From an optimization exercise on the open Yosys and OpenROAD flow, aimed at small area, a short achievable clock period and few clock cycles per item; shortcuts taken in it are not production practice. In this exercise RTL edits were held to simulation tests only and were not proved equivalent to the original. Power figures rest on the tool's default switching activity, not on a simulated workload.

## flow/design.v (module list and top-level ports; edited modules follow where they fit)
// module fp_mult_pipe: 1211 lines
module fp_mult_pipe #(
    parameter int EXP_W = 8,
    parameter int MAN_W = 23
) (
    input  logic                   clk,
    input  logic                   rst_n,
    input  logic                   in_valid,
    output logic                   in_ready,
    input  logic [EXP_W+MAN_W:0]   a,
    input  logic [EXP_W+MAN_W:0]   b,
    output logic                   out_valid,
    input  logic                   out_ready,
    output logic [EXP_W+MAN_W:0]   product,
    output logic [4:0]             flags
);
  // ...
==> flow/flow/run.sh <==
#!/bin/bash
# Standard ORFS layout through standard.sh, with three changes to how it is made:
#  - Yosys's quick ABC pass inside "synth" is skipped (SYNTH_ARGS=-noabc), so the
#    full-adder extraction sees the RTL's adder expressions directly; the final
#    ABC mapping, register mapping and naming are unchanged.
#  - ports are buffered with buf_2 cells instead of the delay cells buffer_ports
#    picks on its own (still one buffer on every input and output port);
#  - timing repair aims past the standard flow's slack target (SETUP_SLACK_MARGIN), which
#    shortens the achieved period. The SDC and clock period are the standard flow's.
# Each tool's full output goes to standard_flow.log and ORFS's own logs/.
set -euo pipefail
cd "$(dirname "$0")/.."
MARGIN=$(cat flow/margin.txt 2>/dev/null || echo 6.5)
bash standard.sh SYNTH_ARGS=-noabc SETUP_SLACK_MARGIN=$MARGIN "BUFFER_PORTS_ARGS=-buffer_cell sky130_fd_sc_hd__buf_2" finish > standard_flow.log 2>&1
==> flow/flow/margin.txt <==
6.0
==> flow/standard.sh <==
#!/bin/bash
# synth_recipe.tcl (not shown) runs the flow's synth.tcl, then flattens the netlist and writes it again
# the make line also repeats each setting of config.mk as NAME=value (left out here)
make -C /OpenROAD-flow-scripts/flow DESIGN_CONFIG=/design/flow/config.mk WORK_HOME=/design/flow/orfs CLKGATE_MAP_FILE= SYNTH_SCRIPT=/design/flow/synth_recipe.tcl "${@:-finish}"
==> flow/config.mk <==
export PLATFORM = sky130hd
export DESIGN_NAME = fp_mult_pipe
export DESIGN_NICKNAME = fp_mult_pipe
export VERILOG_FILES = /design/flow/design.v
export SDC_FILE = /design/flow/constraint.sdc
export NUM_CORES = 4
export LEC_CHECK = 0
export ABC_AREA = 1
export CAP_MARGIN = 20
export CORE_MARGIN = 2
export CORE_UTILIZATION = 40
export SETUP_SLACK_MARGIN = 5
export SLEW_MARGIN = 20
export TNS_END_PERCENT = 0
==> flow/constraint.sdc <==
create_clock -name core_clock -period 12.0 [get_ports {clk}]
set_input_delay 2.4000 -clock core_clock [delete_from_list [all_inputs] [get_ports {clk}]]
set_output_delay 2.4000 -clock core_clock [all_outputs]
set_load 0.01 [all_outputs]
==> metrics.md, run 1 <==
| Metric | Value |
|---|---|
| P_sw | around 3.4 mW |
| Startpoint types | input pin |
| Buffers and inverters on the worst path | 3 |
| Pwr Total | 6.165 mW |
| Gpl congestion | a little over 0.9 |
| Comb_multi_in | about 1,700 |
| Most frequent cells in the layout | nand2_1 (307), xor2_1 (288), o22ai_1 (257) |
| Met2 wire length | 25,740 um |
| Register area share after synthesis | a little over an eighth |
| Part of the power in combinational logic | a little over four fifths |
| First-pass GRT wire length | between 90,000 and 100,000 um |
| Flop and latch count out of synthesis | 84 |
| Worst setup margin | between 5 and 6 ns |
| Async S/R FF share, synth | 1.190% |
| Largest Pwr Group | combinational cells |
| IO Count | between 100 and 150 |
| DRT antenna net count | 0 |
| Primary FF master, synth | edfxtp_1 |
| Met3 Use GR | between 4 and 5% |
| Seq_cells | 84 |
| Crit-path leading delay family | adder cells |
| Worst Skew | between 0.006 and 0.007 ns |
| Post-Synth Adder-Cell Area | a little over a third |
| Status | finished clean |
| Hold WS | 0.6838 ns |
| CTS tree | done |
| Flop pwr share | approximately 12% |
| Top Metal Used | met5 |
| Mapped Nets | 2,633 |
| Count of final setup violators | 0 |
| Iter 0 DRT Violations | approximately 1,700 |
| Num CTS Buffers | 9 |
| Initial antenna violation count | 1 |
| Fin cells | 2,806 |
| Hold Path Sink | v_r |
| DRC | 0 |
| Met1 wire length | around 27,000 um |
| Die width | roughly 220 um |
Testbench counts, summed over its fixed seeds: cycles 8,008, items 8,000.
==> run 2, diff against run 1 <==
--- a/flow/config.mk
+++ b/flow/config.mk
@@ -10,3 +10,3 @@
 export CORE_MARGIN = 2
-export CORE_UTILIZATION = 40
+export CORE_UTILIZATION = 55
 export SETUP_SLACK_MARGIN = 5
==> run 2 against run 1 <==
  * Still clean on timing, DRC and antenna
  * Worst hold slack improved by 0.17 ns
  * Register-to-register slack got worse by 0.30 ns
  * Synthesized area unchanged
  * Clock power increased by 11%
==> metrics.md, run 2 <==
| Metric | Value |
|---|---|
| Crit path max fanout | 31 |
| Buffers and inverters on the worst path | 3 (unchanged) |
| Port-buffer cells | between 100 and 150 |
| Die width | 187.1 um (-14%) |
| # hold bufs at CTS | 0 |
| Mean Syn Cell Area | 8.449 um^2 |
| Antenna diode count | 0 |
| Tightest Pin Transition | between 0.9 and 1 ns |
| Startpoint types | input pin |
| IO Count | 107 (unchanged) |
| Largest cells by area after synthesis | fa_1 (28%), xor2_1 (14%), edfxtp_1 (14%) |
| TritonRoute pass-1 iters | 6 |
| Critical path capture point type | flop |
| Synth Cell Area | ~18,000 um^2 |
| IR drop worst, VDD | approximately 0.00033 V |
| Number of flops mapped to enable cells by yosys | 83 |
| Core area | 33,280 um^2 |
| Most frequent cells in the layout | nand2_1 (315), xor2_1 (289), o22ai_1 (262) |
| DRC | 0 (unchanged) |
| CTS tree | done |
| DRT antenna net count | 0 (unchanged) |
| Iter 0 DRT Violations | 1,667 (-0.18%) |
| Hold Fails Final Rpt | 0 |
| Post-synth top area cell | fa_1 |
| Yosys warnings | 1 |
| Worst rel slew slack | a little over a third |
| Commonest non-fill, non-tap cell in the layout | nand2_1 |
| Clk Latency, worst-skew pair | around 0.38 ns |
| Worst EP arrival | 6.11 ns |
| First-pass GRT wire length | 93,470 um (+1.8%) |
| Clock Sinks | 84 |
| Clock buffer depth | 2 |
| Crit Path Class | input pin to flop |
| Final wirelength | ~60,000 um |
| GR Overflow Total | 0 |
| Root Buffer | clkbuf_16 |
| Count of final setup violators | 0 (unchanged) |
| Pins over their slew limit | 0 |
| Min-delay worst type | flop to flop |
| Vias | around 16,000 |
| Vias in the first global route | 16,307 |
| Worst-path clk slew | around 0.06 ns |
| Initial Util | between 50% and 60% |
| Critical Path RT | ~12 ns |
| FILL cells | approximately 3,000 |
| Ratio of cells with drive above 1 in the final layout | between 10% and 20% |
| Slowest CP cell | fa_1 |
| Clock period minus worst slack | about 6.0 ns |
| CP max stage delay | 0.58 ns |
| Drt wl/cell | around 23 um |
| Worst setup margin | 5.986 ns (+0.03636 ns) |
| Area Growth Syn to Fin | 8.796% |
| Final nets | roughly 2,600 |
| Post-DP HPWL | about 44,000 um |
| Gpl congestion | 0.9297 (+1.4%) |
| Max Cap Viol | 0 |
| Initial antenna violation count | 0 (-1) |
| Number of library cell types mapped by synthesis | 45 |
| Top-count cell post-synth | nand2_1 |
| Hold WS | 0.8554 ns (+0.1716 ns) |
| Cell Chain, Critical Path | buf_2 -> buf_12 -> nand2_1 -> nand2_1 -> buf_4 -> o22ai_1 -> xor2_1 -> fa_1 -> fa_1 -> fa_1 -> fa_1 -> fa_1 |
| All-Layer GR Usage | approximately 35% |
| Final core utilization | between 60% and 70% |
| Largest register by flop count | cut_r |
| Post-place setup slack | roughly 4.7 ns |
| Status | finished clean |
| Largest net degree at the start of global routing | 40 |
| Rows | 67 |
| Async S/R FF share, synth | 1.190% (unchanged) |
| DIE AREA | between 30,000 and 40,000 um^2 |
| Syn Inst Count | 2,182 |
| PwrDens | ~310 nW/um^2 |
| Yosys top cell area share | between 20 and 30% |
| RSZ-0062 raised after global routing | yes |
| Biggest regs | cut_r: 67 flops, e_r: 10 flops |
| Register area share after synthesis | 13.66% (unchanged) |
| Mapped Nets | 2,633 (unchanged) |
| Num CTS Buffers | 9 (unchanged) |
| Flop and latch count out of synthesis | 84 (unchanged) |
| Leakage | ~9.0 nW |
| Crit-path leading delay family | adder cells |
| Max H-tree Level | 3 |
| Crit path top cell by count | fa_1 |
| Primary FF master, synth | edfxtp_1 |
| Max reg flops | 67 |
| Vias per cell | between 6 and 7 |
| Tcrit/Tclk final | approximately 50% |
| Fmax | roughly 170 MHz |
| TNS Setup | 0 ns |
| Die height | between 150 and 200 um |
| Synth top cells by count | nand2_1 (334), xor2_1 (290), o22ai_1 (264) |
| Worst Skew | 0.01904 ns (+0.01265 ns) |
| Pwr Total | 6.236 mW (+1.1%) |
==> run 2: cell counts after synthesis <==
Identical to the previous run, type by type.
==> run 2: final timing paths <==
kind / startpoint / end / slack, ns / cells after the start
worst max-delay path: b[11] / cut_r[19] / 5.99 / 12
worst min-delay path: v_r / v_r / 0.86 / 2
worst max register to register: v_r / e_r[7] / 9.91 / 3
worst min register to register: v_r / v_r / 0.86 / 2
max in group asynchronous: rst_n / v_r / 10.12 / 1
min in group asynchronous: rst_n / v_r / 1.80 / 1
==> run 2: power by group <==
part	internal, mW	switching (mW)	total [mW]
clock	0.183	0.127	0.310
combinational	1.99	3.22	5.21
sequential	0.670	0.0464	0.716
==> run 2: timing repair <==
item                                    4_1_cts  5_1_grt
endpoints found under the setup margin       85       74
pin swaps                                     2        5
cloned                                        3        2
buffers inserted                              5        6
resized for setup                            63       60
==> run 2: kinds of logic (layout without fill, tap and decap cells) <==
kind of cell,count (synthesis),count (layout),synth area share (%)
xor+xnor,296,296,14.06
flops,84,84,13.66
simple gates,624,627,14.52
fa+ha+maj,383,383,36.34
compound gates,422,422,13.51
buf+inv,373,389,7.914
==> run 2: final cells by class <==
| type | count | area [um^2] | area share [%] |
|---|---|---|---|
| multi-input cells | 1728 | 14760 | 73.57 |
| flip-flops and latches | 84 | 2517 | 12.55 |
| repair buffers | 146 | 1008 | 5.028 |
| inverters | 225 | 890.9 | 4.442 |
| well taps | 448 | 560.5 | 2.795 |
| clock buffers | 12 | 236.5 | 1.179 |
| clock inverters | 4 | 73.82 | 0.3681 |
| repair inverters | 2 | 12.51 | 0.06238 |
==> run 2: stage by stage <==
step,instances,instance area (um^2)
3_3_place_gp,2617,19140
4_1_cts,2641,19750
5_1_grt,2649,20060
2_1_floorplan,2182,18440
6_report,2649,20060
3_5_place_dp,2617,19140
==> run 2: routing by layer <==
layer / up-vias / routed length, um / GRT usage (%)
met5: - / 0 / 0
met4: 0 / 1593 / 10.53
met3: 120 / 6320 / 8.293
met2: 958 / 25130 / 50.71
met1: 7928 / 26930 / 50.88
li1: 7371 / - / -
==> run 2: tightest hold or removal path, cell delays in order, from the launching register on <==
cell and delay [ns]:
dfrtp_1 0.38, nand2_4 0.29, nand2_1 0.15
==> run 3, diff against run 2 <==
==> flow/flow/margin.txt (replaced) <==
6.25
--- a/flow/config.mk
+++ b/flow/config.mk
@@ -10,3 +10,3 @@
 export CORE_MARGIN = 2
-export CORE_UTILIZATION = 55
+export CORE_UTILIZATION = 48
 export SETUP_SLACK_MARGIN = 5
==> run 3 against run 2 <==
  * Worst hold slack got worse by 0.10 ns
  * Sequential power about the same
  * Combinational power is 7.5% higher
  * Still clean
  * Largest cell class unchanged
  * Critical endpoint is now cut_r[11]
==> metrics.md, run 3 <==
| Metric | Value |
|---|---|
| Status | finished clean |
| Mapped Nets | 2,633 (unchanged) |
| IR drop worst, VDD | 0.0002772 V (-17%) |
| Vias in the first global route | 16,658 (+2.2%) |
| Final core utilization | 58.99% (-1.3 points) |
| TritonRoute pass-1 iters | 6 (unchanged) |
| TNS Setup | 0 ns (unchanged) |
| Port-buffer cells | 106 (unchanged) |
| Startpoint types | input pin |
| Sequential Area | 2517 um^2 (unchanged) |
| Largest cells by area after synthesis | fa_1 (28%), xor2_1 (14%), edfxtp_1 (14%) |
| Crit Path Class | input pin to flop |
| RSZ-0062 raised after global routing | yes |
| Worst rel slew slack | 40.74% (+4.6 points) |
| Vias | 17,392 (+6.2%) |
| Die width | 200.0 um (+6.9%) |
| Max Cap Viol | 0 (unchanged) |
| Placed cell count | 2,677 (+2.3%) |
| Clock period minus worst slack | 5.816 ns (-0.1978 ns) |
| Pins over their slew limit | 0 (unchanged) |
| Flop and latch count out of synthesis | 84 (unchanged) |
| Drt wl/cell | 24.06 um (+6.3%) |
| FILL cells | 3,280 (+8.3%) |
| Synth Cell Area | 18,440 um^2 (unchanged) |
| DRC | 0 (unchanged) |
| Register area share after synthesis | 13.66% (unchanged) |
| Min-delay worst type | flop to flop |
| Gpl congestion | 0.9327 (+0.32%) |
| First-pass GRT wire length | 96,280 um (+3.0%) |
| Initial antenna violation count | 0 (unchanged) |
| Worst EP arrival | 5.93 ns (-0.18 ns) |
| Fin cells | 2,810 (+6.1%) |
| Critical path capture point type | flop |
| Mean Syn Cell Area | 8.449 um^2 (unchanged) |
| DIE AREA | 39,990 um^2 (+14%) |
| Post-synth top area cell | fa_1 |
| Number of flops mapped to enable cells by yosys | 83 (unchanged) |
| Core area | 37,760 um^2 (+13%) |
| Leakage | 9.766 nW (+8.4%) |
| Primary FF master, synth | edfxtp_1 |
| Syn Inst Count | 2,182 (unchanged) |
| Final nets | 2,745 (+3.7%) |
| DRT antenna net count | 0 (unchanged) |
| Initial Util | 48.83% (-6.6 points) |
| Final wirelength | 67,610 um (+13%) |
| Worst Skew | 0.01314 ns (-0.005907 ns) |
| Hold WS | 0.7552 ns (-0.1002 ns) |
| Most frequent cells in the layout | nand2_1 (287), xor2_1 (278), o22ai_1 (222) |
| Die height | 200.0 um (+6.9%) |
| Number of library cell types mapped by synthesis | 45 (unchanged) |
| Hold Fails Final Rpt | 0 (unchanged) |
| GR Overflow Total | 0 (unchanged) |
| Num CTS Buffers | 9 (unchanged) |
| Top-count cell post-synth | nand2_1 |
| Tcrit/Tclk final | 48.47% (-1.6 points) |
| Synth top cells by count | nand2_1 (334), xor2_1 (290), o22ai_1 (264) |
| Critical Path RT | 12.12 ns (+0.02 ns) |
| Area of the multi-input gates | 15,770 um^2 (+6.9%) |
| Largest net degree at the start of global routing | 67 (+68%) |
| Area Growth Syn to Fin | 20.80% |
| Clock buffer depth | 2 (unchanged) |
| Largest register by flop count | cut_r |
| Clock Sinks | 84 (unchanged) |
| Vias per cell | 6.189 (+0.11%) |
| All-Layer GR Usage | 31.85% (-2.8 points) |
| Post-DP HPWL | 43,480 um (-0.61%) |
| Max H-tree Level | 3 (unchanged) |
| Count of final setup violators | 0 (unchanged) |
| Async S/R FF share, synth | 1.190% (unchanged) |
| CTS tree | done |
| Crit path max fanout | 6 (-81%) |
| PwrDens | 295.9 nW/um^2 (-4.8%) |
| Yosys warnings | 1 (unchanged) |
| # hold bufs at CTS | 0 (unchanged) |
| Rows | 71 (+6.0%) |
| Max reg flops | 67 (unchanged) |
| Antenna diode count | 0 (unchanged) |
| Iter 0 DRT Violations | 2,303 (+38%) |
| Root Buffer | clkbuf_16 |
| Yosys top cell area share | 27.58% (unchanged) |
| Worst-path clk slew | 0.08 ns (+0.02 ns) |
| IO Count | 107 (unchanged) |
| Fmax | 171.9 MHz (+3.4%) |
| Commonest non-fill, non-tap cell in the layout | nand2_1 |
| Tightest Pin Transition | 0.8890 ns (-0.06761 ns) |
| Ratio of cells with drive above 1 in the final layout | 21.75% (+11 points) |
| Biggest regs | cut_r: 67 flops, e_r: 10 flops |
| Clk Latency, worst-skew pair | 0.37 ns (about the same) |
==> run 3: cell counts after synthesis <==
Identical to the previous run, type by type.
==> run 3: worst paths after layout <==
kind,start,depth (start not counted),end,slack (ns)
min reg2reg,v_r,2,v_r,0.76
min,v_r,2,v_r,0.76
max,b[0],10,cut_r[11],6.18
max in group asynchronous,rst_n,1,v_r,10.11
max reg2reg,v_r,2,e_r[6],10.14
min in group asynchronous,rst_n,1,v_r,1.80
==> run 3: worst max-delay path: stages <==
cell and delay (ns):
buf_8 0.10, clkinvlp_4 0.24, buf_2 0.23, o22ai_1 0.21, xor2_1 0.30, fa_1 0.49, fa_1 0.50, fa_1 0.49
fa_1 0.54, fa_1 0.42
==> run 3: cell families (layout without fill, tap and decap cells) <==
| group | Yosys count | after routing | share of synthesized area (%) |
|---|---|---|---|
| DFF | 84 | 84 | 13.66 |
| buffers and inverters | 373 | 474 | 7.914 |
| AOI/OAI and AO/OA | 422 | 422 | 13.51 |
| and+or+nand+nor | 624 | 640 | 14.52 |
| xor gates and xnor gates | 296 | 296 | 14.06 |
| adders and majority gates | 383 | 383 | 36.34 |
==> run 3: through the flow <==
step                total power [mW]  setup slack, ns  area [um^2]
floorplan                      4.324            5.957        18500
global placement               5.589            4.903        19210
detailed placement             5.729            4.817        19210
CTS                            6.179            6.171        20340
global route                   7.312            6.120        22270
finish                         6.589            6.184        22270
==> run 3: report_power, final <==
part | switching, mW | total, mW | internal [mW]
clock | 0.138 | 0.280 | 0.141
sequential | 0.0448 | 0.714 | 0.669
combinational | 3.40 | 5.60 | 2.19
total | 3.59 | 6.59 | 3.00
==> run 3: final cells by class <==
class	count	area share, %
Inverter	225	4.259
Sequential cell	84	11.30
Timing Repair inverter	10	0.2865
Tap cell	511	2.871
Clock inverter	7	0.2304
Multi-Input combinational cell	1741	70.83
Timing Repair Buffer	223	9.208
Clock buffer	9	1.011
==> run 3: repair_timing <==
action                     4_1_cts  5_1_grt
setup endpoints to repair       89       75
gates resized for setup        134      244
setup buffers                   12       63
pin swaps                       11       93
gates cloned                    19       23
==> run 3: metal layers <==
metal | vias to the layer above | GRT usage [%] | wire, um
met4 | 0 | 11.14 | 3212
li1 | 7570 | - | -
met2 | 1198 | 46.77 | 28550
met1 | 8376 | 46.62 | 27630
met5 | - | 0 | 0
met3 | 248 | 6.603 | 8215
==> run 4, diff against run 3 <==
==> flow/flow/margin.txt (replaced) <==
6.0
==> run 4 against run 3 <==
  * Largest power group unchanged
  * Flip-flop and latch count unchanged
  * Largest cell class unchanged
  * Worst hold slack improved by 0.040 ns
  * Critical endpoint is now cut_r[13]
  * Synthesized area unchanged
==> metrics.md, run 4 <==
| Metric | Value |
|---|---|
| Status | finished clean |
| RSZ-0062 raised after global routing | yes |
| Commonest non-fill, non-tap cell in the layout | nand2_1 |
| Crit Path Class | input pin to flop |
| Met1 wire length | 26,470 um (-4.2%) |
| Met2 wire length | 25,880 um (-9.4%) |
| Num CTS Buffers | 9 (unchanged) |
| GR Overflow Total | 0 (unchanged) |
| Top-count cell post-synth | nand2_1 |
| Most frequent cells in the layout | nand2_1 (311), xor2_1 (289), o22ai_1 (262) |
| Pwr Total | 6.169 mW (-6.4%) |
| Largest net degree at the start of global routing | 60 (-10%) |
| Final wirelength | 59,210 um (-12%) |
| PwrDens | 306.1 nW/um^2 (+3.5%) |
| Pins over their slew limit | 0 (unchanged) |
| DIE AREA | 39,990 um^2 (unchanged) |
| Post-DP Area | 19,170 um^2 (-0.19%) |
| Critical path capture point type | flop |
| Clk Latency, worst-skew pair | 0.37 ns (about the same) |
| Iter 0 DRT Violations | 1,716 (-25%) |
| DRC | 0 (unchanged) |
| Vias in the first global route | 16,075 (-3.5%) |
| Initial antenna violation count | 1 (+1) |
| P_sw | 3.388 mW (-5.5%) |
| Power Internal | 2.781 mW (-7.4%) |
| Gpl congestion | 0.9129 (-2.1%) |
| Count of final setup violators | 0 (unchanged) |
| Mean Syn Cell Area | 8.449 um^2 (unchanged) |
| Rows | 71 (unchanged) |
| Die width | 200.0 um (unchanged) |
| Routed met3 length | 5742 um (-30%) |
| IR drop worst, VDD | 0.0002063 V (-26%) |
| Number of flops mapped to enable cells by yosys | 83 (unchanged) |
| Flop pwr share | 11.5% (+0.7 points) |
| Root Buffer | clkbuf_16 |
| Post-DP HPWL | 43,390 um (-0.21%) |
| Clock group share of total power | 4.8% (+0.6 points) |
| Max Cap Viol | 0 (unchanged) |
| Worst r2r path cells | 2 (unchanged) |
| Port-buffer cells | 106 (unchanged) |
| Final non-filler cell area | 20,150 um^2 (-9.5%) |
| Critical Path RT | 12.12 ns (about the same) |
| Hold WS | 0.7956 ns (+0.04037 ns) |
| Synth top cells by count | nand2_1 (334), xor2_1 (290), o22ai_1 (264) |
| Area Growth Syn to Fin | 9.319% |
| Largest register by flop count | cut_r |
| Drt wl/cell | 21.78 um (-9.5%) |
| TNS Setup | 0 ns (unchanged) |
| Largest cells by area after synthesis | fa_1 (28%), xor2_1 (14%), edfxtp_1 (14%) |
| All-Layer GR Usage | 30.20% (-1.7 points) |
| Flop and latch count out of synthesis | 84 (unchanged) |
| Leakage | 8.989 nW (-8.0%) |
| Initial Util | 48.83% (unchanged) |
| Tightest Pin Transition | 0.8603 ns (-0.02865 ns) |
| Yosys warnings | 1 (unchanged) |
| Post-synth top area cell | fa_1 |
| Async S/R FF share, synth | 1.190% (unchanged) |
| Sequential Area | 2517 um^2 (unchanged) |
| Vias per cell | 5.931 (-4.2%) |
| Min-delay worst type | flop to flop |
| Max H-tree Level | 3 (unchanged) |
| DRT antenna net count | 0 (unchanged) |
| Register area share after synthesis | 13.66% (unchanged) |
| Worst rel slew slack | 42.58% (+1.8 points) |
| Startpoint types | input pin |
| Tcrit/Tclk final | 49.92% (+1.4 points) |
| Worst EP arrival | 6.11 ns (+0.18 ns) |
| Part of the power in combinational logic | 83.6% (-1.3 points) |
| Biggest regs | cut_r: 67 flops, e_r: 10 flops |
| Clock period minus worst slack | 5.990 ns (+0.1739 ns) |
| First-pass GRT wire length | 91,600 um (-4.9%) |
| Yosys top cell area share | 27.58% (unchanged) |
| Mapped Nets | 2,633 (unchanged) |
| Crit path max fanout | 6 (unchanged) |
| Hold depth | 2 (unchanged) |
| Area of the multi-input gates | 14,730 um^2 (-6.6%) |
| Switching share of power | 54.92% (+0.48 points) |
| TritonRoute pass-1 iters | 5 (-1) |
| Hold Fails Final Rpt | 0 (unchanged) |
| Die height | 200.0 um (unchanged) |
| Max reg flops | 67 (unchanged) |
| Top Metal Used | met4 |
| Syn Inst Count | 2,182 (unchanged) |
| Core area | 37,760 um^2 (unchanged) |
| Final nets | 2,652 (-3.4%) |
| Clock Sinks | 84 (unchanged) |
| FILL cells | 3,574 (+9.0%) |
| Vias | 16,121 (-7.3%) |
| Fmax | 166.9 MHz (-2.9%) |
| Synth Cell Area | 18,440 um^2 (unchanged) |
| IO Count | 107 (unchanged) |
| CTS tree | done |
| Primary FF master, synth | edfxtp_1 |
| Clock buffer depth | 2 (unchanged) |
| Ratio of cells with drive above 1 in the final layout | 11.79% (-10 points) |
| Number of library cell types mapped by synthesis | 45 (unchanged) |
| Worst-path clk slew | 0.07 ns (about the same) |
| # hold bufs at CTS | 0 (unchanged) |
| Worst Skew | 0.006934 ns (-0.006203 ns) |
-- run 4: through the flow --
stage	util (%)	std cells	worst slack [ns]
after floorplan	-	2182	5.638
after global placement	50.78	2674	4.776
after detailed placement	50.78	2674	4.727
after CTS	51.93	2691	5.810
after global routing	53.37	2717	5.892
final	53.38	2718	6.010
-- run 4: path summary, 6_finish.rpt --
kind / from / to / slack [ns]
min in group asynchronous: rst_n / v_r / 1.78
hold reg to reg: v_r / v_r / 0.80
setup / recovery: b[0] / cut_r[13] / 6.01
setup reg to reg: v_r / inf_r / 10.15
hold / removal: v_r / v_r / 0.80
max in group asynchronous: rst_n / v_r / 10.14
-- run 4: cells by family after synthesis --
family,count (synthesis),synth area share [%]
flops,84,13.66
fa+ha+maj,383,36.34
simple gates,624,14.52
xor+xnor,296,14.06
buf+inv,373,7.914
compound gates,422,13.51
-- run 4: critical path: stages --
cell        delay [ns]
clkbuf_4          0.17
clkinvlp_4        0.23
buf_4             0.21
buf_4             0.13
buf_4             0.13
o22ai_1           0.18
xor2_1            0.29
fa_1              0.49
fa_1              0.51
fa_1              0.42
fa_1              0.54
fa_1              0.41
-- run 4: power by group through the flow --
| stage | clock network [mW] | logic (mW) | registers (mW) |
|---|---|---|---|
| floorplan | 0 | 3.62 | 0.702 |
| global placement | 0 | 4.86 | 0.718 |
| detailed placement | 0 | 4.97 | 0.719 |
| CTS | 0.306 | 5.02 | 0.712 |
| global route | 0.316 | 5.86 | 0.725 |
| finish | 0.298 | 5.16 | 0.712 |
-- run 4: cell type report --
cell class | instances | area share (%)
clock buffers | 9 | 1.118
repair inverters | 4 | 0.1366
clock inverters | 7 | 0.4098
repair buffers | 148 | 5.060
diodes | 1 | 0.01242
well taps | 511 | 3.173
multi-input cells | 1729 | 73.10
inverters | 225 | 4.495
flip-flops and latches | 84 | 12.49
-- run 4: timing repair --
action                                  CTS  global route
setup buffers                             0            18
gates resized for setup                  40            89
endpoints found under the setup margin   82            76
pin swaps                                 0            11
cloned                                    1             8
-- run 4: per-layer routing --
metal  vias to the layer above  global-route usage, %
met5                         -                      0
met4                         0                  9.108
met3                        68                  4.923
li1                       7379                      -
met2                       816                  45.54
met1                      7858                  44.59
==> run 5, diff against run 4 <==
--- a/flow/config.mk
+++ b/flow/config.mk
@@ -11,2 +11,4 @@
 export CORE_UTILIZATION = 48
+export CTS_BUF_LIST = sky130_fd_sc_hd__clkbuf_8
+export CTS_CLUSTER_SIZE = 30
 export SETUP_SLACK_MARGIN = 5
==> run 5 against run 4 <==
  * Still clean on timing, DRC and antenna
  * Clock power fell by 26%
  * Global-route usage decreased by 0.18 points
  * Total power shrank 1.0%
  * Non-clock buffer count shrank 9
  * Routed wire length down 0.82%
  * First-iteration DRC count is 3.8% lower
  * Critical path type unchanged
==> metrics.md, run 5 <==
| Metric | Value |
|---|---|
| Status | finished clean |
| Initial antenna violation count | 1 (unchanged) |
| Crit path max fanout | 24 (+18) |
| Busiest grt layer | met2 |
| Worst EP arrival | 6.14 ns (+0.03 ns) |
| CTS tree | done |
| Tightest Pin Transition | 0.9806 ns (+0.1203 ns) |
| Top-count cell post-synth | nand2_1 |
| Port-buffer cells | 106 (unchanged) |
| Met1 Use GR | 44.07% (-0.52 points) |
| Critical path capture point type | flop |
| IR drop worst, VDD | 0.0002182 V (+5.8%) |
| All-Layer GR Usage | 30.02% (-0.18 points) |
| Most frequent cells in the layout | nand2_1 (314), xor2_1 (290), o22ai_1 (263) |
| Crit Path Class | input pin to flop |
| TritonRoute pass-1 iters | 5 (unchanged) |
| Vias per cell | 5.936 (about the same) |
| Primary FF master, synth | edfxtp_1 |
| Critical Path RT | 12.15 ns (+0.03 ns) |
| Antenna diode count | 0 (-1) |
| Tcrit/Tclk final | 49.90% (about the same) |
| Clk Latency, worst-skew pair | 0.41 ns (+0.04 ns) |
| Die height | 200.0 um (unchanged) |
| Post-DP HPWL | 43,390 um (unchanged) |
| Worst rel slew slack | 34.55% (-8.0 points) |
| Flop pwr share | 11.7% (+0.2 points) |
| DIE AREA | 39,990 um^2 (unchanged) |
| P_sw | 3.383 mW (-0.13%) |
| Biggest regs | cut_r: 67 flops, e_r: 10 flops |
| Rows | 71 (unchanged) |
| PwrDens | 306.2 nW/um^2 (about the same) |
| Root Buffer | clkbuf_8 |
| Met3 Use GR | 4.956% (+0.034 points) |
| Async S/R FF share, synth | 1.190% (unchanged) |
| Clock group share of total power | 3.6% (-1.2 points) |
| Initial Util | 48.83% (unchanged) |
| Fmax | 167.0 MHz (about the same) |
| Yosys warnings | 1 (unchanged) |
| Synth top cells by count | nand2_1 (334), xor2_1 (290), o22ai_1 (264) |
| Hold Fails Final Rpt | 0 (unchanged) |
| Max H-tree Level | 3 (unchanged) |
| GR Overflow Total | 0 (unchanged) |
| Mean Syn Cell Area | 8.449 um^2 (unchanged) |
| Number of flops mapped to enable cells by yosys | 83 (unchanged) |
| Vias in the first global route | 16,059 (-0.10%) |
| Clock buffer depth | 2 (unchanged) |
| Area Growth Syn to Fin | 8.151% |
| Post-synth top area cell | fa_1 |
| Leakage | 8.892 nW (-1.1%) |
| Switching share of power | 55.42% (+0.50 points) |
| Worst Skew | 0.009893 ns (+0.002958 ns) |
| Final wirelength | 58,730 um (-0.82%) |
| Gpl congestion | 0.9129 (unchanged) |
| Met2 GRT Util | 45.64% (+0.10 points) |
| Die width | 200.0 um (unchanged) |
| Clock Sinks | 84 (unchanged) |
| Number of library cell types mapped by synthesis | 45 (unchanged) |
| Yosys top cell area share | 27.58% (unchanged) |
| Commonest non-fill, non-tap cell in the layout | nand2_1 |
| Core area | 37,760 um^2 (unchanged) |
| Part of the power in combinational logic | 84.8% (+1.2 points) |
| TNS Setup | 0 ns (unchanged) |
| FILL cells | 3,589 (+0.42%) |
| DRC | 0 (unchanged) |
| Drt wl/cell | 21.69 um (-0.42%) |
| Flop and latch count out of synthesis | 84 (unchanged) |
| Min-delay worst type | flop to flop |
| Max Cap Viol | 0 (unchanged) |
| RSZ-0062 raised after global routing | yes |
| Syn Inst Count | 2,182 (unchanged) |
| Pins over their slew limit | 0 (unchanged) |
| Startpoint types | input pin |
| Largest register by flop count | cut_r |
| IO Count | 107 (unchanged) |
| Iter 0 DRT Violations | 1,651 (-3.8%) |
| Max reg flops | 67 (unchanged) |
| Synth Cell Area | 18,440 um^2 (unchanged) |
| Power Internal | 2.722 mW (-2.1%) |
| Final nets | 2,642 (-0.38%) |
| Worst-path clk slew | 0.09 ns (+0.02 ns) |
| Count of final setup violators | 0 (unchanged) |
| Ratio of cells with drive above 1 in the final layout | 11.07% (-0.72 points) |
| Register area share after synthesis | 13.66% (unchanged) |
| Final core utilization | 52.81% (-0.57 points) |
| Num CTS Buffers | 9 (unchanged) |
| Vias | 16,069 (-0.32%) |
| Clock period minus worst slack | 5.988 ns (-0.002240 ns) |
| Mapped Nets | 2,633 (unchanged) |
| Largest net degree at the start of global routing | 60 (unchanged) |
| DRT antenna net count | 0 (unchanged) |
| # hold bufs at CTS | 0 (unchanged) |
| Largest cells by area after synthesis | fa_1 (28%), xor2_1 (14%), edfxtp_1 (14%) |
| First-pass GRT wire length | 91,200 um (-0.44%) |
-- run 5: layer usage --
metal	routed length, um	vias up
li1	-	7363
met1	26800	7865
met2	25510	772
met3	5342	67
met4	1063	2
met5	13	-
-- run 5: timing repair --
action,4_1_cts,5_1_grt
resized for setup,31,90
setup endpoints to repair,83,77
setup buffers,0,10
gates cloned,0,7
pin swaps,0,3
-- run 5: power groups by stage --
stage / Clock [mW] / Combinational [mW] / Sequential, mW
2_1_floorplan: 0 / 3.62 / 0.702
3_3_place_gp: 0 / 4.86 / 0.718
4_1_cts: 0.229 / 5.02 / 0.712
6_report: 0.220 / 5.17 / 0.711
5_1_grt: 0.239 / 5.87 / 0.724
3_5_place_dp: 0 / 4.97 / 0.719
-- run 5: path summary, 6_finish.rpt --
| path | from | cells after the start | slack (ns) | endpoint |
|---|---|---|---|---|
| max | a[17] | 9 | 6.01 | cut_r[11] |
| min in group asynchronous | rst_n | 1 | 1.75 | v_r |
| min | v_r | 2 | 0.80 | v_r |
| max in group asynchronous | rst_n | 1 | 10.17 | v_r |
| max reg2reg | v_r | 2 | 10.15 | inf_r |
| min reg2reg | v_r | 2 | 0.80 | v_r |
-- run 5: per-stage QoR --
| stage | worst slack, ns | cells | power, mW | hold slack [ns] | cell area, um^2 |
|---|---|---|---|---|---|
| final | 6.012 | 2707 | 6.105 | 0.8016 | 19940 |
| after global routing | 5.939 | 2707 | 6.836 | 0.8773 | 19940 |
| after CTS | 5.743 | 2690 | 5.958 | 0.8225 | 19460 |
| after detailed placement | 4.727 | 2674 | 5.691 | 0.7995 | 19170 |
| after global placement | 4.776 | 2674 | 5.581 | 0.7598 | 19170 |
| after floorplan | 5.638 | 2182 | 4.319 | 1.475 | 18440 |
-- run 5: area by class of cell --
type | count | area, um^2 | share of cell area, %
Inverter | 225 | 900.9 | 4.518
Tap cell | 511 | 639.4 | 3.207
Multi-Input combinational cell | 1728 | 14710 | 73.78
Sequential cell | 84 | 2517 | 12.63
Timing Repair inverter | 4 | 27.53 | 0.1381
Clock inverter | 7 | 82.58 | 0.4142
Timing Repair Buffer | 139 | 935.9 | 4.694
Clock buffer | 9 | 123.9 | 0.6213
-- run 5: cells by family (layout without fill, tap and decap cells) --
kind of cell    Yosys count  after routing  share of synthesized area [%]
buf+inv                 373            384                          7.914
simple gates            624            627                          14.52
flops                    84             84                          13.66
compound gates          422            422                          13.51
fa+ha+maj               383            383                          36.34
xor+xnor                296            296                          14.06
-- run 5: worst max-delay path, stage by stage --
cell	delay, ns
buf_2	0.17
clkinvlp_4	0.49
o22ai_1	0.39
xor2_1	0.29
fa_1	0.47
fa_1	0.48
fa_1	0.47
fa_1	0.54
fa_1	0.41
==> run 6, diff against run 5 <==
--- a/flow/config.mk
+++ b/flow/config.mk
@@ -11,6 +11,4 @@
 export CORE_UTILIZATION = 48
-export CTS_BUF_LIST = sky130_fd_sc_hd__clkbuf_8
-export CTS_CLUSTER_SIZE = 30
+export CTS_BUF_LIST = sky130_fd_sc_hd__clkbuf_4 sky130_fd_sc_hd__clkbuf_8
 export SETUP_SLACK_MARGIN = 5
 export SLEW_MARGIN = 20
-export TNS_END_PERCENT = 0
==> run 6 against run 5 <==
  * Still clean
  * Critical path type unchanged
  * Sequential power about the same
  * Highest routed layer unchanged
  * Largest cell class unchanged
  * Synthesized cell count stayed put
  * Via count is 1.2% higher
  * Flip-flop and latch count unchanged
==> metrics.md, run 6 <==
| Metric | Value |
|---|---|
| Fmax | 167.5 MHz (+0.32%) |
| Clock Sinks | 84 (unchanged) |
| Die height | 200.0 um (unchanged) |
| Most frequent cells in the layout | nand2_1 (315), xor2_1 (290), o22ai_1 (261) |
| Initial antenna violation count | 1 (unchanged) |
| Clock period minus worst slack | 5.969 ns (-0.01903 ns) |
| Worst rel slew slack | 40.19% (+5.6 points) |
| Reg2Reg Setup Slack | 10.17 ns (+0.02 ns) |
| Worst r2r path cells | 2 (unchanged) |
| Tightest Pin Transition | 0.8961 ns (-0.08451 ns) |
| R2R Path Start | v_r |
| Syn Inst Count | 2,182 (unchanged) |
| Worst-path clk slew | 0.10 ns (about the same) |
| Mean Syn Cell Area | 8.449 um^2 (unchanged) |
| Flop and latch count out of synthesis | 84 (unchanged) |
| Rows | 71 (unchanged) |
| Power Internal | 2.714 mW (-0.28%) |
| Tcrit/Tclk final | 49.74% (-0.16 points) |
| Vias | 16,267 (+1.2%) |
| RSZ-0062 raised after global routing | yes |
| Hold Fails Final Rpt | 0 (unchanged) |
| Clock buffer depth | 2 (unchanged) |
| Vias per cell | 6.005 (+1.2%) |
| IO Count | 107 (unchanged) |
| Gpl congestion | 0.9317 (+2.1%) |
| Final nets | 2,644 (+0.076%) |
| Leakage | 8.892 nW (about the same) |
| DRC | 0 (unchanged) |
| Cell Chain, Critical Path | buf_2 -> inv_2 -> o22ai_1 -> xor2_1 -> fa_1 -> fa_2 -> fa_1 -> fa_1 -> ha_1 -> nand2_1 -> nor2_1 -> a2111oi_1 -> nand2_1 |
| Switching share of power | 55.74% (+0.32 points) |
| Critical path capture point type | flop |
| Async S/R FF share, synth | 1.190% (unchanged) |
| Initial Util | 48.83% (unchanged) |
| IR drop worst, VDD | 0.0001799 V (-18%) |
| Crit path max fanout | 25 (+4.2%) |
| Clock group share of total power | 3.3% (-0.3 points) |
| Yosys top cell area share | 27.58% (unchanged) |
| Top-count cell post-synth | nand2_1 |
| GR Overflow Total | 0 (unchanged) |
| All-Layer GR Usage | 30.05% (+0.034 points) |
| Clk Latency, worst-skew pair | 0.42 ns (about the same) |
| Number of flops mapped to enable cells by yosys | 83 (unchanged) |
| Crit Path Class | input pin to flop |
| Min-delay worst type | flop to flop |
| Final wirelength | 59,350 um (+1.1%) |
| Crit. Startpoint | a[11] |
| Max Cap Viol | 0 (unchanged) |
| DRT antenna net count | 0 (unchanged) |
| Largest register by flop count | cut_r |
| Slowest CP cell | fa_1 |
| CTS tree | done |
| Root Buffer | clkbuf_8 |
| Worst EP arrival | 6.15 ns (about the same) |
| Crit path top cell by count | fa_1 |
| Ratio of cells with drive above 1 in the final layout | 11.24% (+0.17 points) |
| Synth Cell Area | 18,440 um^2 (unchanged) |
| First-pass GRT wire length | 91,210 um (about the same) |
| Part of the power in combinational logic | 85.1% (+0.3 points) |
| Post-DP HPWL | 42,820 um (-1.3%) |
| Worst r2r dst | cut_r[64] |
| # hold bufs at CTS | 0 (unchanged) |
| Max H-tree Level | 3 (unchanged) |
| Yosys warnings | 1 (unchanged) |
| Number of library cell types mapped by synthesis | 45 (unchanged) |
| Largest cells by area after synthesis | fa_1 (28%), xor2_1 (14%), edfxtp_1 (14%) |
| Worst Skew | 0.01260 ns (+0.002711 ns) |
| TNS Setup | 0 ns (unchanged) |
| Primary FF master, synth | edfxtp_1 |
| DIE AREA | 39,990 um^2 (unchanged) |
| Critical Path RT | 12.18 ns (+0.03 ns) |
| Commonest non-fill, non-tap cell in the layout | nand2_1 |
| Count of final setup violators | 0 (unchanged) |
| Die width | 200.0 um (unchanged) |
| Biggest regs | cut_r: 67 flops, e_r: 10 flops |
| Max reg flops | 67 (unchanged) |
| Port-buffer cells | 106 (unchanged) |
| TritonRoute pass-1 iters | 5 (unchanged) |
| Drt wl/cell | 21.91 um (+0.98%) |
| P_sw | 3.418 mW (+1.0%) |
| Mapped Nets | 2,633 (unchanged) |
| Post-place setup slack | 4.849 ns (+0.1226 ns) |
| Synth top cells by count | nand2_1 (334), xor2_1 (290), o22ai_1 (264) |
| Core area | 37,760 um^2 (unchanged) |
| CP max stage delay | 0.53 ns (about the same) |
| Iter 0 DRT Violations | 1,708 (+3.5%) |
| Num CTS Buffers | 9 (unchanged) |
| Largest net degree at the start of global routing | 66 (+10%) |
| Register area share after synthesis | 13.66% (unchanged) |
| Startpoint types | input pin |
| Area Growth Syn to Fin | 8.504% |
| Antenna diode count | 0 (unchanged) |
| Status | finished clean |
| Vias in the first global route | 16,090 (+0.19%) |
| Worst setup path end | cut_r[1] |
| Post-synth top area cell | fa_1 |
| Worst setup margin | 6.031 ns (+0.01903 ns) |
| Pins over their slew limit | 0 (unchanged) |
| PwrDens | 306.6 nW/um^2 (+0.12%) |
| Flop pwr share | 11.6% (about the same) |
run 6: cell counts after synthesis:
Identical to the previous run, type by type.
run 6: critical path, delay by kind of cell:
family,cells,cell delay [ns]
AND/OR/NAND/NOR,3,0.25
XOR/XNOR,1,0.24
AO/OA/AOI/OAI,2,0.53
adder cells (fa/ha/maj),5,2.12
buffers and inverters,2,0.62
run 6: area by class of cell:
cell class / instances / area (um^2)
multi-input combinational: 1728 / 14760
timing repair buffer: 138 / 952.2
fill: 3529 / 17750
inverter: 225 / 907.1
clock buffer: 9 / 123.9
tap: 511 / 639.4
sequential: 84 / 2517
clock inverter: 7 / 57.56
timing repair inverter: 7 / 45.04
run 6: kinds of logic (layout without fill, tap and decap cells):
kind of cell	Yosys count	after routing	synth area share (%)
and+or+nand+nor	624	627	14.52
AOI/OAI and AO/OA	422	422	13.51
adders and majority gates	383	383	36.34
buffers and inverters	373	386	7.914
xor gates and xnor gates	296	296	14.06
DFF	84	84	13.66
run 6: worst min path at each step:
stage / start / end / slack, ns / cells past startpoint
finish: v_r / v_r / 0.74 / 2
global route: v_r / v_r / 0.82 / 2
CTS: v_r / v_r / 0.77 / 2
detailed placement: v_r / v_r / 0.75 / 2
global placement: v_r / v_r / 0.71 / 2
floorplan: v_r / v_r / 1.47 / 2
run 6: metal layers:
metal / up-vias / wire length, um / GRT usage (%) / share of wire (%)
li1: 7360 / - / - / -
met1: 7945 / 27000 / 44.79 / 45
met2: 867 / 25340 / 44.62 / 43
met3: 93 / 5902 / 5.763 / 9.9
met4: 2 / 1103 / 8.121 / 1.9
met5: - / 2 / 0 / 0.0034
run 6: what timing repair did:
| item | CTS | global route |
|---|---|---|
| gates cloned | 3 | 9 |
| pin swaps | 1 | 2 |
| setup buffers | 1 | 2 |
| setup endpoints to repair | 79 | 63 |
| gates resized for setup | 54 | 66 |
run 6: power groups by stage:
stage          clock (mW)  sequential, mW  combinational (mW)
6_report            0.201           0.711                5.22
5_1_grt             0.220           0.726                5.91
4_1_cts             0.212           0.712                5.06
3_5_place_dp            0           0.719                4.98
3_3_place_gp            0           0.717                4.88
2_1_floorplan           0           0.702                3.62
run 6: through the flow:
stage          util [%]  hold slack, ns  instance area (um^2)  total power, mW  std cells
2_1_floorplan         -           1.475                 18510            4.324       2182
3_3_place_gp      50.89          0.7095                 19210            5.598       2678
3_5_place_dp      50.89          0.7505                 19210            5.702       2678
4_1_cts           51.95          0.7719                 19610            5.989       2698
5_1_grt           52.98          0.8187                 20000            6.858       2709
6_report          52.98          0.7387                 20000            6.132       2709
==> run 7, diff against run 6 <==
--- a/flow/config.mk
+++ b/flow/config.mk
@@ -14 +14,2 @@
 export SLEW_MARGIN = 20
+export TNS_END_PERCENT = 0
==> run 7 against run 6 <==
  * Synthesized cell count stayed put
  * Global-route usage hardly changed
  * Synthesized area stayed put
  * Total power is 0.44% lower
  * Still clean on timing, DRC and antenna
  * Largest cell class unchanged
==> metrics.md, run 7 <==
| Metric | Value |
|---|---|
| RSZ-0062 raised after global routing | yes |
| Final wirelength | 58,730 um (-1.0%) |
| Largest register by flop count | cut_r |
| Hold Fails Final Rpt | 0 (unchanged) |
| Critical path capture point type | flop |
| DRC | 0 (unchanged) |
| Area of the multi-input gates | 14,710 um^2 (-0.34%) |
| Yosys warnings | 1 (unchanged) |
| Initial antenna violation count | 1 (unchanged) |
| Post-synth top area cell | fa_1 |
| DRT antenna net count | 0 (unchanged) |
| Area Growth Syn to Fin | 8.151% |
| Largest cells by area after synthesis | fa_1 (28%), xor2_1 (14%), edfxtp_1 (14%) |
| Most frequent cells in the layout | nand2_1 (314), xor2_1 (290), o22ai_1 (263) |
| Number of library cell types mapped by synthesis | 45 (unchanged) |
| Yosys top cell area share | 27.58% (unchanged) |
| Synth top cells by count | nand2_1 (334), xor2_1 (290), o22ai_1 (264) |
| TNS Setup | 0 ns (unchanged) |
| Max Cap Viol | 0 (unchanged) |
| Critical Path RT | 12.15 ns (-0.03 ns) |
| Max H-tree Level | 3 (unchanged) |
| Ratio of cells with drive above 1 in the final layout | 11.07% (-0.17 points) |
| Slowest CP cell | fa_1 |
| Clock period minus worst slack | 5.988 ns (+0.01903 ns) |
| GR Overflow Total | 0 (unchanged) |
| Max reg flops | 67 (unchanged) |
| Die height | 200.0 um (unchanged) |
| Num CTS Buffers | 9 (unchanged) |
| Top-count cell post-synth | nand2_1 |
| Buffers and inverters on the worst path | 2 (unchanged) |
| Post-DP HPWL | 43,390 um (+1.3%) |
| Worst EP arrival | 6.14 ns (about the same) |
| Root Buffer | clkbuf_8 |
| DIE AREA | 39,990 um^2 (unchanged) |
| Syn Inst Count | 2,182 (unchanged) |
| PwrDens | 306.2 nW/um^2 (-0.12%) |
| Tightest Pin Transition | 0.9806 ns (+0.08451 ns) |
| Vias per cell | 5.936 (-1.1%) |
| Met3 Use GR | 4.956% (-0.81 points) |
| Reg2Reg Setup Slack | 10.15 ns (-0.02 ns) |
| Mean Syn Cell Area | 8.449 um^2 (unchanged) |
| # hold bufs at CTS | 0 (unchanged) |
| All-Layer GR Usage | 30.02% (-0.034 points) |
| Iter 0 DRT Violations | 1,651 (-3.3%) |
| Biggest regs | cut_r: 67 flops, e_r: 10 flops |
| Core area | 37,760 um^2 (unchanged) |
| Commonest non-fill, non-tap cell in the layout | nand2_1 |
| Post-DP Area | 19,170 um^2 (-0.23%) |
| Crit path max fanout | 24 (-4.0%) |
| Worst-path clk slew | 0.09 ns (about the same) |
| Async S/R FF share, synth | 1.190% (unchanged) |
| Clk Latency, worst-skew pair | 0.41 ns (about the same) |
| Drt wl/cell | 21.69 um (-0.97%) |
| Primary FF master, synth | edfxtp_1 |
| Final non-filler cell area | 19,940 um^2 (-0.32%) |
| Clock Sinks | 84 (unchanged) |
| Crit-path leading delay family | adder cells |
| Number of flops mapped to enable cells by yosys | 83 (unchanged) |
| Met1 Use GR | 44.07% (-0.72 points) |
| TritonRoute pass-1 iters | 5 (unchanged) |
| Rows | 71 (unchanged) |
| Vias | 16,069 (-1.2%) |
| Die width | 200.0 um (unchanged) |
| FILL cells | 3,589 (+1.7%) |
| Status | finished clean |
| Port-buffer cells | 106 (unchanged) |
| Busiest grt layer | met2 |
| CTS tree | done |
| Fmax | 167.0 MHz (-0.32%) |
| Leakage | 8.892 nW (about the same) |
| Hold WS | 0.8016 ns (+0.06289 ns) |
| Antenna diode count | 0 (unchanged) |
| Worst rel slew slack | 34.55% (-5.6 points) |
| CP max stage delay | 0.54 ns (about the same) |
| IR drop worst, VDD | 0.0002182 V (+21%) |
| Largest net degree at the start of global routing | 60 (-9.1%) |
| Pins over their slew limit | 0 (unchanged) |
| Gpl congestion | 0.9129 (-2.0%) |
| Met2 GRT Util | 45.64% (+1.0 points) |
| Vias in the first global route | 16,059 (-0.19%) |
| First-pass GRT wire length | 91,200 um (about the same) |
| Tcrit/Tclk final | 49.90% (+0.16 points) |
| Cell Chain, Critical Path | buf_2 -> clkinvlp_4 -> o22ai_1 -> xor2_1 -> fa_1 -> fa_1 -> fa_1 -> fa_1 -> fa_1 |
| Clock buffer depth | 2 (unchanged) |
| Crit path top cell by count | fa_1 |
| Register area share after synthesis | 13.66% (unchanged) |
| Flop and latch count out of synthesis | 84 (unchanged) |
| IO Count | 107 (unchanged) |
| Final nets | 2,642 (-0.076%) |
| Worst Skew | 0.009893 ns (-0.002711 ns) |
| Mapped Nets | 2,633 (unchanged) |
| Count of final setup violators | 0 (unchanged) |
| Startpoint types | input pin |
| Min-delay worst type | flop to flop |
| Synth Cell Area | 18,440 um^2 (unchanged) |
| Initial Util | 48.83% (unchanged) |
| Sequential Area | 2517 um^2 (unchanged) |
| Crit Path Class | input pin to flop |
-- run 7: per-stage QoR --
stage / total power, mW / utilization (%) / instances / worst slack [ns]
4_1_cts: 5.958 / 51.56 / 2690 / 5.743
3_5_place_dp: 5.691 / 50.78 / 2674 / 4.727
3_3_place_gp: 5.581 / 50.78 / 2674 / 4.776
2_1_floorplan: 4.319 / - / 2182 / 5.638
6_report: 6.105 / 52.81 / 2707 / 6.012
5_1_grt: 6.836 / 52.81 / 2707 / 5.939
-- run 7: layer usage --
metal | wire length, um | share of wire (%) | vias to the layer above
met5 | 13 | 0.022 | -
met4 | 1063 | 1.8 | 2
met3 | 5342 | 9.1 | 67
met2 | 25510 | 43 | 772
met1 | 26800 | 46 | 7865
li1 | - | - | 7363
-- run 7: logic make-up (layout without fill, tap and decap cells) --
| logic type | Yosys count | in the layout | share of synthesized area, % |
|---|---|---|---|
| adders and majority gates | 383 | 383 | 36.34 |
| and+or+nand+nor | 624 | 627 | 14.52 |
| DFF | 84 | 84 | 13.66 |
| xor gates and xnor gates | 296 | 296 | 14.06 |
| buffers and inverters | 373 | 384 | 7.914 |
| AOI/OAI and AO/OA | 422 | 422 | 13.51 |
-- run 7: area by class of cell --
cell class              count  share of cell area [%]
repair inverters            4                  0.1381
repair buffers            139                   4.694
well taps                 511                   3.207
clock inverters             7                  0.4142
flip-flops and latches     84                   12.63
multi-input cells        1728                   73.78
clock buffers               9                  0.6213
inverters                 225                   4.518
-- run 7: what timing repair did --
item                       CTS  global route
setup endpoints to repair   83            77
resized for setup           31            90
cloned                       0             7
pin swaps                    0             3
buffers inserted             0            10
-- run 7: worst register-to-register path: cells and delay by family, from the launching register on --
kind | cells | cell delay [ns]
buffers and inverters | 1 | 0.66
flip-flops | 1 | 0.42
AND/OR/NAND/NOR | 1 | 0.32
-- run 7: power breakdown --
group          switching (mW)  leakage [nW]  internal (mW)
sequential             0.0432         0.852          0.668
clock                   0.120        0.0984         0.0992
combinational            3.22          7.94           1.95
-- run 7: final timing paths --
path,start,to,cells after the start
setup / recovery,a[17],cut_r[11],9
hold / removal,v_r,v_r,2
setup reg to reg,v_r,inf_r,2
hold reg to reg,v_r,v_r,2
max in group asynchronous,rst_n,v_r,1
min in group asynchronous,rst_n,v_r,1
==> run 8, diff against run 7 <==
--- a/flow/flow/run.sh
+++ b/flow/flow/run.sh
@@ -5,3 +5,3 @@
 #    ABC mapping, register mapping and naming are unchanged.
-#  - ports are buffered with buf_2 cells instead of the delay cells buffer_ports
+#  - ports are buffered with buf_1 cells instead of the delay cells buffer_ports
 #    picks on its own (still one buffer on every input and output port);
@@ -13,2 +13,2 @@
 MARGIN=$(cat flow/margin.txt 2>/dev/null || echo 6.5)
-bash standard.sh SYNTH_ARGS=-noabc SETUP_SLACK_MARGIN=$MARGIN "BUFFER_PORTS_ARGS=-buffer_cell sky130_fd_sc_hd__buf_2" finish > standard_flow.log 2>&1
+bash standard.sh SYNTH_ARGS=-noabc SETUP_SLACK_MARGIN=$MARGIN "BUFFER_PORTS_ARGS=-buffer_cell sky130_fd_sc_hd__buf_1" finish > standard_flow.log 2>&1
--- a/flow/config.mk
+++ b/flow/config.mk
@@ -11,3 +11,2 @@
 export CORE_UTILIZATION = 48
-export CTS_BUF_LIST = sky130_fd_sc_hd__clkbuf_4 sky130_fd_sc_hd__clkbuf_8
 export SETUP_SLACK_MARGIN = 5
==> run 8 against run 7 <==
  * Critical endpoint is now cut_r[17]
  * Non-clock buffer count increased by 20
  * Register-to-register slack barely moved
  * Maximum frequency is 0.44% lower
  * Final cell count grew 0.96%
  * Flip-flop and latch count stayed put
  * Global-route usage is 0.68 points higher
  * Combinational power about the same
  * Via count rose by 2.7%
==> metrics.md, run 8 <==
| Metric | Value |
|---|---|
| CTS tree | done |
| Post-DP HPWL | 43,460 um (+0.17%) |
| Post-synth top area cell | fa_1 |
| GR Overflow Total | 0 (unchanged) |
| Top-count cell post-synth | nand2_1 |
| Primary FF master, synth | edfxtp_1 |
| Count of final setup violators | 0 (unchanged) |
| Final non-filler cell area | 20,300 um^2 (+1.8%) |
| Vias per cell | 6.041 (+1.8%) |
| Area Growth Syn to Fin | 10.11% |
| Leakage | 8.832 nW (-0.67%) |
| Final core utilization | 53.76% (+0.95 points) |
| Initial antenna violation count | 1 (unchanged) |
| TritonRoute pass-1 iters | 6 (+1) |
| Clock Sinks | 84 (unchanged) |
| Root Buffer | clkbuf_16 |
| Tightest Pin Transition | 0.9243 ns (-0.05629 ns) |
| Commonest non-fill, non-tap cell in the layout | nand2_1 |
| Mean Syn Cell Area | 8.449 um^2 (unchanged) |
| Placed cell count | 2,680 (+0.22%) |
| Worst-path clk slew | 0.06 ns (-0.03 ns) |
| Largest cells by area after synthesis | fa_1 (28%), xor2_1 (14%), edfxtp_1 (14%) |
| Clock group share of total power | 5.1% (+1.5 points) |
| Number of library cell types mapped by synthesis | 45 (unchanged) |
| Status | finished clean |
| Port-buffer cells | 106 (unchanged) |
| Post-place setup slack | 4.562 ns (-0.1644 ns) |
| Final wirelength | 61,450 um (+4.6%) |
| Synth top cells by count | nand2_1 (334), xor2_1 (290), o22ai_1 (264) |
| All-Layer GR Usage | 30.70% (+0.68 points) |
| Post-DP Area | 19,100 um^2 (-0.38%) |
| Startpoint types | input pin |
| Critical Path RT | 12.10 ns (-0.05 ns) |
| Drt wl/cell | 22.48 um (+3.6%) |
| DIE AREA | 39,990 um^2 (unchanged) |
| Switching share of power | 54.75% (-0.66 points) |
| Synth Cell Area | 18,440 um^2 (unchanged) |
| Crit Path Class | input pin to flop |
| Max Cap Viol | 0 (unchanged) |
| Tcrit/Tclk final | 50.12% (+0.22 points) |
| Flop pwr share | 11.5% (-0.2 points) |
| Mapped Nets | 2,633 (unchanged) |
| DRT antenna net count | 0 (unchanged) |
| Pins over their slew limit | 0 (unchanged) |
| Core area | 37,760 um^2 (unchanged) |
| Power Internal | 2.814 mW (+3.4%) |
| PwrDens | 306.4 nW/um^2 (about the same) |
| Initial Util | 48.83% (unchanged) |
| Yosys warnings | 1 (unchanged) |
| Antenna diode count | 0 (unchanged) |
| Number of flops mapped to enable cells by yosys | 83 (unchanged) |
| Largest net degree at the start of global routing | 58 (-3.3%) |
| Yosys top cell area share | 27.58% (unchanged) |
| Fmax | 166.3 MHz (-0.44%) |
| Max H-tree Level | 3 (unchanged) |
| Worst rel slew slack | 38.31% (+3.8 points) |
| Critical path capture point type | flop |
| IO Count | 107 (unchanged) |
| Vias | 16,510 (+2.7%) |
| Syn Inst Count | 2,182 (unchanged) |
| Max reg flops | 67 (unchanged) |
| Flop and latch count out of synthesis | 84 (unchanged) |
| Most frequent cells in the layout | nand2_1 (310), xor2_1 (289), o22ai_1 (261) |
| Worst Skew | 0.01434 ns (+0.004451 ns) |
| Iter 0 DRT Violations | 1,695 (+2.7%) |
| Worst EP arrival | 6.12 ns (-0.02 ns) |
| Part of the power in combinational logic | 83.4% (-1.4 points) |
| First-pass GRT wire length | 93,010 um (+2.0%) |
| Hold Fails Final Rpt | 0 (unchanged) |
| Clock buffer depth | 2 (unchanged) |
| Vias in the first global route | 16,433 (+2.3%) |
| Worst r2r path cells | 2 (unchanged) |
| Die height | 200.0 um (unchanged) |
| Min-delay worst type | flop to flop |
| Biggest regs | cut_r: 67 flops, e_r: 10 flops |
| IR drop worst, VDD | 0.0002111 V (-3.3%) |
| Gpl congestion | 0.9350 (+2.4%) |
| Clk Latency, worst-skew pair | 0.37 ns (-0.04 ns) |
| Async S/R FF share, synth | 1.190% (unchanged) |
| Pwr Total | 6.218 mW (+1.9%) |
| Crit path max fanout | 12 (-50%) |
| Fin cells | 2,733 (+0.96%) |
| Final nets | 2,668 (+0.98%) |
| Die width | 200.0 um (unchanged) |
| TNS Setup | 0 ns (unchanged) |
| Clock period minus worst slack | 6.014 ns (+0.02628 ns) |
| Rows | 71 (unchanged) |
| RSZ-0062 raised after global routing | yes |
| Num CTS Buffers | 9 (unchanged) |
| DRC | 0 (unchanged) |
| Register area share after synthesis | 13.66% (unchanged) |
| P_sw | 3.405 mW (+0.64%) |
| Ratio of cells with drive above 1 in the final layout | 8.551% (-2.5 points) |
| Hold WS | 0.7984 ns (-0.003191 ns) |
| Worst setup margin | 5.986 ns (-0.02628 ns) |
| Hold depth | 2 (unchanged) |
| Largest register by flop count | cut_r |
run 8: layout make-up:
type	instances	area, um^2
tap	511	639.4
timing repair buffer	159	1060
fill	3642	17460
multi-input combinational	1730	14810
sequential	84	2517
timing repair inverter	8	48.80
clock buffer	9	225.2
inverter	225	903.4
clock inverter	7	98.84
run 8: logic make-up (layout without fill, tap and decap cells):
logic type | count (synthesis) | count (layout) | share of synthesized area, %
buffers and inverters | 373 | 408 | 7.914
adder cells (fa/ha/maj) | 383 | 383 | 36.34
AO/OA/AOI/OAI | 422 | 422 | 13.51
AND/OR/NAND/NOR | 624 | 629 | 14.52
XOR/XNOR | 296 | 296 | 14.06
flip-flops | 84 | 84 | 13.66
run 8: routing by layer:
layer | wire, um | global-route usage (%) | up-vias | share of wire (%)
met4 | 1736 | 10.32 | 2 | 2.8
met2 | 26340 | 45.95 | 908 | 43
met3 | 6446 | 6.216 | 121 | 10
met1 | 26910 | 44.43 | 8058 | 44
li1 | - | - | 7421 | -
met5 | 13 | 0 | - | 0.021
run 8: timing repair:
action,4_1_cts,5_1_grt
pin swaps,2,12
hold buffers,0,0
setup buffers,3,18
setup endpoints to repair,80,70
resized for setup,61,90
cloned,5,11
run 8: path summary, 6_finish.rpt:
check / startpoint / to / slack, ns
max in group asynchronous: rst_n / v_r / 10.11
min reg2reg: v_r / v_r / 0.80
min: v_r / v_r / 0.80
max reg2reg: v_r / cut_r[62] / 10.15
max: a[1] / cut_r[17] / 5.99
min in group asynchronous: rst_n / v_r / 1.79
run 8: worst max-delay path: stages:
cell and delay [ns]:
buf_1 0.36, clkinvlp_2 0.80, o22ai_1 0.44, xor2_1 0.21
fa_1 0.47, fa_1 0.43, fa_1 0.58, fa_1 0.41
run 8: power groups by stage:
| stage | sequential [mW] | clock [mW] | combinational (mW) |
|---|---|---|---|
| 2_1_floorplan | 0.702 | 0 | 3.62 |
| 3_3_place_gp | 0.720 | 0 | 4.83 |
| 3_5_place_dp | 0.721 | 0 | 4.93 |
| 4_1_cts | 0.715 | 0.325 | 5.04 |
| 5_1_grt | 0.727 | 0.334 | 5.88 |
| 6_report | 0.714 | 0.318 | 5.19 |

[port drivers added, routing unchanged]
Ports are ideal in the flow. The routed layouts listed here were re-timed in OpenROAD.
Step 1: set_driving_cell puts a clkbuf_16 on clk and a buf_2 on each other input, an assumption about the parent block.
Step 2 moves the port delays by t, midway between the first and last clock arrival at a register: inputs arrive t later, outputs are due t later. That takes back most of the time a late clock gives input paths.
Slacks: ideal ports / drivers / drivers and shift; pairs: ideal ports / drivers.
run | shift t [ns] | setup WS [ns] | worst setup path at the end
run 1 | 0.415 | 5.949 / 5.981 / 5.566 | input to register
run 2 | 0.426 | 5.986 / 6.006 / 5.596 | input to register
run 3 | 0.422 | 6.184 / 6.133 / 5.711 | input to register
run 4 | 0.427 | 6.010 / 6.040 / 5.613 | input to register
run 5 | 0.449 | 6.012 / 6.028 / 5.579 | input to register
run 6 | 0.459 | 6.031 / 6.035 / 5.576 | input to register
run 7 | 0.449 | 6.012 / 6.028 / 5.579 | input to register
run 8 | 0.414 | 5.986 / 6.002 / 5.587 | input to register
After both steps setup and hold are still met in every run listed. For run 3, which loses most, drivers alone change the setup slack by -0.051 ns; drivers and shift together by -0.473 ns.
